Background: an optimization exercise with open tools, aiming at small area. Do not read the settings as production practice.
The RTL was checked by simulation tests, not by an equivalence proof against the original design.
The flow treats the clock pin as an ideal source, which a real chip does not have.
Power and IR drop assume default switching activity.

## job 101
==> flow/design.v <==
package s_mem_pkg;
    localparam int unsigned DEFAULT_ADDR_W = 8;
    localparam int unsigned DEFAULT_DATA_W = 8;
    localparam int unsigned MAX_RD_LATENCY = 3;
    typedef enum logic {
        StInit  = 1'b0,
        StReady = 1'b1
    } s_mem_state_e;
endpackage
module s_mem_rd_pipe #(
    parameter int unsigned DEPTH  = 2,
    parameter int unsigned DATA_W = 8
) (
    input  logic              clk,
    input  logic [DATA_W-1:0] din,
    output logic [DATA_W-1:0] dout
);
    logic [DATA_W-1:0] stage_q [DEPTH];
    always_ff @(posedge clk) begin
        stage_q[0] <= din;
        for (int i = 1; i < DEPTH; i++) begin
            stage_q[i] <= stage_q[i-1];
        end
    end
    assign dout = stage_q[DEPTH-1];
endmodule
module s_mem_word_dec (
    input  logic hi,
    input  logic hi_n,
    input  logic lo,
    input  logic lo_we,
    input  logic lo_we_n,
    output logic sel_n,
    output logic we,
    output logic we_n
);
    assign sel_n = !(hi && lo);
    assign we    = !(hi_n || lo_we_n);
    assign we_n  = !(hi && lo_we);
endmodule
module s_mem_bit_next (
    input  logic q,
    input  logic we,
    input  logic we_n,
    input  logic wdata,
    output logic d
);
    assign d = (q && we_n) || (wdata && we);
endmodule
module s_mem_rd_pair (
    input  logic q0,
    input  logic sel0_n,
    input  logic q1,
    input  logic sel1_n,
    output logic hit0
);
    assign hit0 = !((q0 || sel0_n) && (q1 || sel1_n));
endmodule
module s_memory_responder #(
    parameter int unsigned ADDR_W     = s_mem_pkg::DEFAULT_ADDR_W,
    parameter int unsigned DATA_W     = s_mem_pkg::DEFAULT_DATA_W,
    parameter int unsigned RD_LATENCY = 2
) (
    input  logic              clk,
    input  logic              reset,
    input  logic [ADDR_W-1:0] addr_mem,
    input  logic              wr_enable,
    input  logic [DATA_W-1:0] wr_mem,
    output logic [DATA_W-1:0] rd_mem,
    input  logic              init_start,
    output logic              ready,
    output logic              access_err
);
    localparam int unsigned DEPTH = 1 << ADDR_W;
    localparam int unsigned PIPE_DEPTH =
        (RD_LATENCY < 2) ? 2 :
        (RD_LATENCY > s_mem_pkg::MAX_RD_LATENCY) ? s_mem_pkg::MAX_RD_LATENCY : RD_LATENCY;
    localparam int unsigned LO_W = ADDR_W / 2;
    localparam int unsigned HI_W = ADDR_W - LO_W;
    localparam int unsigned LO_N = 1 << LO_W;
    localparam int unsigned HI_N = 1 << HI_W;
    localparam logic [ADDR_W-1:0] LAST_ADDR = {ADDR_W{1'b1}};
    logic              ready_q;
    logic [ADDR_W-1:0] cnt_q;
    logic              access_err_q;
    always_ff @(posedge clk) begin
        if (reset) begin
            ready_q      <= 1'b0;
            cnt_q        <= '0;
            access_err_q <= 1'b0;
        end else begin
            access_err_q <= !ready_q && wr_enable;
            if (!ready_q) begin
                cnt_q <= cnt_q + 1'b1;
                if (cnt_q == LAST_ADDR) ready_q <= 1'b1;
            end else if (init_start) begin
                ready_q <= 1'b0;
            end
        end
    end
    logic [ADDR_W-1:0] acc_addr_d;
    logic [LO_N-1:0]   lo_sel;
    logic [HI_N-1:0]   hi_sel;
    logic [DATA_W-1:0] acc_wdata;
    logic              acc_we;
    assign acc_addr_d = ready_q ? addr_mem : cnt_q;
    always_ff @(posedge clk) begin
        for (int i = 0; i < LO_N; i++) begin
            lo_sel[i] <= (acc_addr_d[LO_W-1:0] == LO_W'(i));
        end
        for (int j = 0; j < HI_N; j++) begin
            hi_sel[j] <= (acc_addr_d[ADDR_W-1:LO_W] == HI_W'(j));
        end
        acc_wdata <= ready_q ? wr_mem : DATA_W'(cnt_q);
        acc_we    <= !reset && (wr_enable || !ready_q);
    end
    logic [LO_N-1:0] lo_we, lo_we_n;
    logic [HI_N-1:0] hi_sel_n;
    always_comb begin
        for (int i = 0; i < LO_N; i++) begin
            lo_we[i]   = lo_sel[i] && acc_we;
            lo_we_n[i] = !lo_we[i];
        end
        for (int j = 0; j < HI_N; j++) begin
            hi_sel_n[j] = !hi_sel[j];
        end
    end
    logic [DATA_W-1:0] mem_q  [DEPTH];
    logic [DATA_W-1:0] mem_d  [DEPTH];
    logic [DEPTH-1:0]  sel_n, we, we_n;
    for (genvar w = 0; w < DEPTH; w++) begin : g_word
        s_mem_word_dec u_dec (
            .hi      (hi_sel[w / LO_N]),
            .hi_n    (hi_sel_n[w / LO_N]),
            .lo      (lo_sel[w % LO_N]),
            .lo_we   (lo_we[w % LO_N]),
            .lo_we_n (lo_we_n[w % LO_N]),
            .sel_n   (sel_n[w]),
            .we      (we[w]),
            .we_n    (we_n[w])
        );
        for (genvar b = 0; b < DATA_W; b++) begin : g_bit
            s_mem_bit_next u_next (
                .q     (mem_q[w][b]),
                .we    (we[w]),
                .we_n  (we_n[w]),
                .wdata (acc_wdata[b]),
                .d     (mem_d[w][b])
            );
        end
        always_ff @(posedge clk) begin
            mem_q[w] <= mem_d[w];
        end
    end
    logic [DATA_W-1:0] pair_hit0 [DEPTH/2];
    logic [DATA_W-1:0] rd_hit0;
    logic [DATA_W-1:0] rd_data;
    for (genvar p = 0; p < DEPTH / 2; p++) begin : g_pair
        for (genvar b = 0; b < DATA_W; b++) begin : g_bit
            s_mem_rd_pair u_pair (
                .q0     (mem_q[2*p][b]),
                .sel0_n (sel_n[2*p]),
                .q1     (mem_q[2*p+1][b]),
                .sel1_n (sel_n[2*p+1]),
                .hit0   (pair_hit0[p][b])
            );
        end
    end
    always_comb begin
        rd_hit0 = '0;
        for (int p = 0; p < DEPTH / 2; p++) begin
            rd_hit0 = rd_hit0 | pair_hit0[p];
        end
        rd_data = ~rd_hit0;
    end
    s_mem_rd_pipe #(
        .DEPTH  (PIPE_DEPTH - 1),
        .DATA_W (DATA_W)
    ) u_rd_pipe (
        .clk   (clk),
        .din   (rd_data),
        .dout  (rd_mem)
    );
    assign ready      = ready_q;
    assign access_err = access_err_q;
endmodule
Settings: LEC_CHECK=0, CAP_MARGIN=20, CORE_MARGIN=2, CORE_UTILIZATION=50, CTS_BUF_LIST=sky130_fd_sc_hd__clkbuf_4 sky130_fd_sc_hd__clkbuf_8, CTS_CLUSTER_DIAMETER=60, CTS_CLUSTER_SIZE=16, GPL_TIMING_DRIVEN=0, SETUP_SLACK_MARGIN=0.1, SLEW_MARGIN=20, SYNTH_HIERARCHICAL=1; clock period 4.5 ns.
standard.sh (not shown) runs the stock make flow with config.mk's settings and CLKGATE_MAP_FILE= SYNTH_SCRIPT=/design/flow/synth_recipe.tcl, a recipe that flattens the netlist after the stock synthesis.
==> flow/flow/run.sh <==
#!/bin/bash
# Layout: the standard flow (standard.sh), with two changes after the
# standard synthesis:
#  - clock tree synthesis runs without dummy loads (-dont_use_dummy_load),
#    with the same clustering and buffer list as config.mk;
#  - the resizer may not use the largest buffers (buf_12, buf_16) in global
#    placement, resizing, CTS and global routing (dont_use_big_buf.tcl, run
#    through ORFS's PRE_*_TCL step hooks).
# Each make run's full output goes to its own log in this folder; ORFS's
# per-step logs are under orfs/logs/.
set -euo pipefail

bash standard.sh synth > synth.log 2>&1

export CTS_ARGS="-sink_clustering_enable -repair_clock_nets -sink_clustering_size 16 -sink_clustering_max_diameter 60 -buf_list {sky130_fd_sc_hd__clkbuf_4 sky130_fd_sc_hd__clkbuf_8} -dont_use_dummy_load"
hook="$PWD/flow/dont_use_big_buf.tcl"
export PRE_GLOBAL_PLACE_TCL="$hook"
export PRE_RESIZE_TCL="$hook"
export PRE_CTS_TCL="$hook"
export PRE_GLOBAL_ROUTE_TCL="$hook"
bash standard.sh > layout.log 2>&1
==> flow/flow/dont_use_big_buf.tcl <==
# Keep the resizer off the largest buffers; the high-fanout nets come out
# smaller when built from buf_1..buf_8.
set_dont_use {sky130_fd_sc_hd__buf_12 sky130_fd_sc_hd__buf_16}
### job 101 -> job 102
Settings: CTS_CLUSTER_SIZE: 16 -> 18; CORE_UTILIZATION: 50 -> 66; CTS_BUF_LIST: sky130_fd_sc_hd__clkbuf_4 sky130_fd_sc_hd__clkbuf_8 -> sky130_fd_sc_hd__clkbuf_8.
==> flow/flow/run.sh <==
#!/bin/bash
# Layout: the standard flow (standard.sh), with three changes after the
# standard synthesis:
#  - clock tree synthesis runs without dummy loads (-dont_use_dummy_load),
#    with the same clustering and buffer list as config.mk;
#  - the resizer may not use the largest buffers (buf_12, buf_16) in global
#    placement, resizing, CTS and global routing (dont_use_big_buf.tcl, run
#    through ORFS's PRE_*_TCL step hooks);
#  - every input and output port still gets its buffer, a buf_1 in place of
#    the default delay buffer.
# Each make run's full output goes to its own log in this folder; ORFS's
# per-step logs are under orfs/logs/.
set -euo pipefail

bash standard.sh synth > synth.log 2>&1

export CTS_ARGS="-sink_clustering_enable -repair_clock_nets -sink_clustering_size 18 -sink_clustering_max_diameter 60 -buf_list {sky130_fd_sc_hd__clkbuf_8} -dont_use_dummy_load"
export BUFFER_PORTS_ARGS="-buffer_cell sky130_fd_sc_hd__buf_1"
hook="$PWD/flow/dont_use_big_buf.tcl"
export PRE_GLOBAL_PLACE_TCL="$hook"
export PRE_RESIZE_TCL="$hook"
export PRE_CTS_TCL="$hook"
export PRE_GLOBAL_ROUTE_TCL="$hook"
bash standard.sh > layout.log 2>&1
[summary]
On met3 usage in global routing: job 102 sits above job 101. Summary of job 102 over job 101: non-clock buffer count now sits higher; post-layout worst setup margin now sits higher. Looking only at switching fraction of total power, and setting everything else aside, the higher value of job 101 and job 102 goes to job 101.
[inputs] job 103 vs job 102
Settings: a change of CTS_BUF_LIST from sky130_fd_sc_hd__clkbuf_8 to sky130_fd_sc_hd__clkbuf_4 sky130_fd_sc_hd__clkbuf_8; a change of CTS_CLUSTER_SIZE from 18 to 20; a change of CORE_UTILIZATION from 66 to 60; a change of CTS_CLUSTER_DIAMETER from 60 to 45.
--- a/flow/flow/run.sh
+++ b/flow/flow/run.sh
@@ -15,5 +15,5 @@
 bash standard.sh synth > synth.log 2>&1
 
-export CTS_ARGS="-sink_clustering_enable -repair_clock_nets -sink_clustering_size 18 -sink_clustering_max_diameter 60 -buf_list {sky130_fd_sc_hd__clkbuf_8} -dont_use_dummy_load"
+export CTS_ARGS="-sink_clustering_enable -repair_clock_nets -sink_clustering_size 20 -sink_clustering_max_diameter 45 -buf_list {sky130_fd_sc_hd__clkbuf_4 sky130_fd_sc_hd__clkbuf_8} -dont_use_dummy_load"
 export BUFFER_PORTS_ARGS="-buffer_cell sky130_fd_sc_hd__buf_1"
 hook="$PWD/flow/dont_use_big_buf.tcl"
## What came out
- Each of the runs, namely job 103 and job 102, reached the end of the flow and came out clean.
- Sort job 103 and job 102 by clock-cell share of area, descending, and job 103 comes first.
- Sort job 103 and job 102 by fmax, descending, and job 102 comes first.
- Diff job 102 -> job 103 | well-tap cell count | up by more than 10%
- Relative to job 102, tightest slew margin relative to the limit has gone down in job 103.
- From job 102 to job 103 the numbers moved as follows: layout overhead on the synthesized area grew by 0.90 points, post-route cell area grew by 0.84%, combinational fraction of design power shrank by 0.2 points, maximum VDD drop grew by about 4%.
- The standard cell core area number comes out higher for job 103 vs job 102.
- Delta (job 103 minus job 102): non-clock buffer count saw a decrease, wire length rose 8100 um.

==> afterwards: timing with drivers on the ports <==
No port has a modelled driver above. Below, the same layouts with a new extraction and two added sets of constraints. Step 1: set_driving_cell puts a clkbuf_16 on clk and a buf_2 on each other input, an assumption about the parent block. Step 2 also shifts input and output timing later by t, the mid clock arrival at the registers, as if the neighbouring blocks saw the same clock. Three values: ideal ports, drivers, drivers and shift; two values: the first two.
run	t, ns	slack for setup (ns)	worst hold slack (ns)	worst setup path at the end	worst slew at a driven data input, ns
job 101	0.962	0.337 / 0.337 / 0.337	0.324 / 0.283 / 0.487	register to register	0.04
job 102	0.946	0.343 / 0.343 / 0.343	0.185 / 0.129 / 0.482	register to register	0.03
job 103	1.010	0.194 / 0.194 / 0.194	0.171 / 0.120 / 0.486	register to register	0.04
After both steps setup and hold are still met in every run listed.
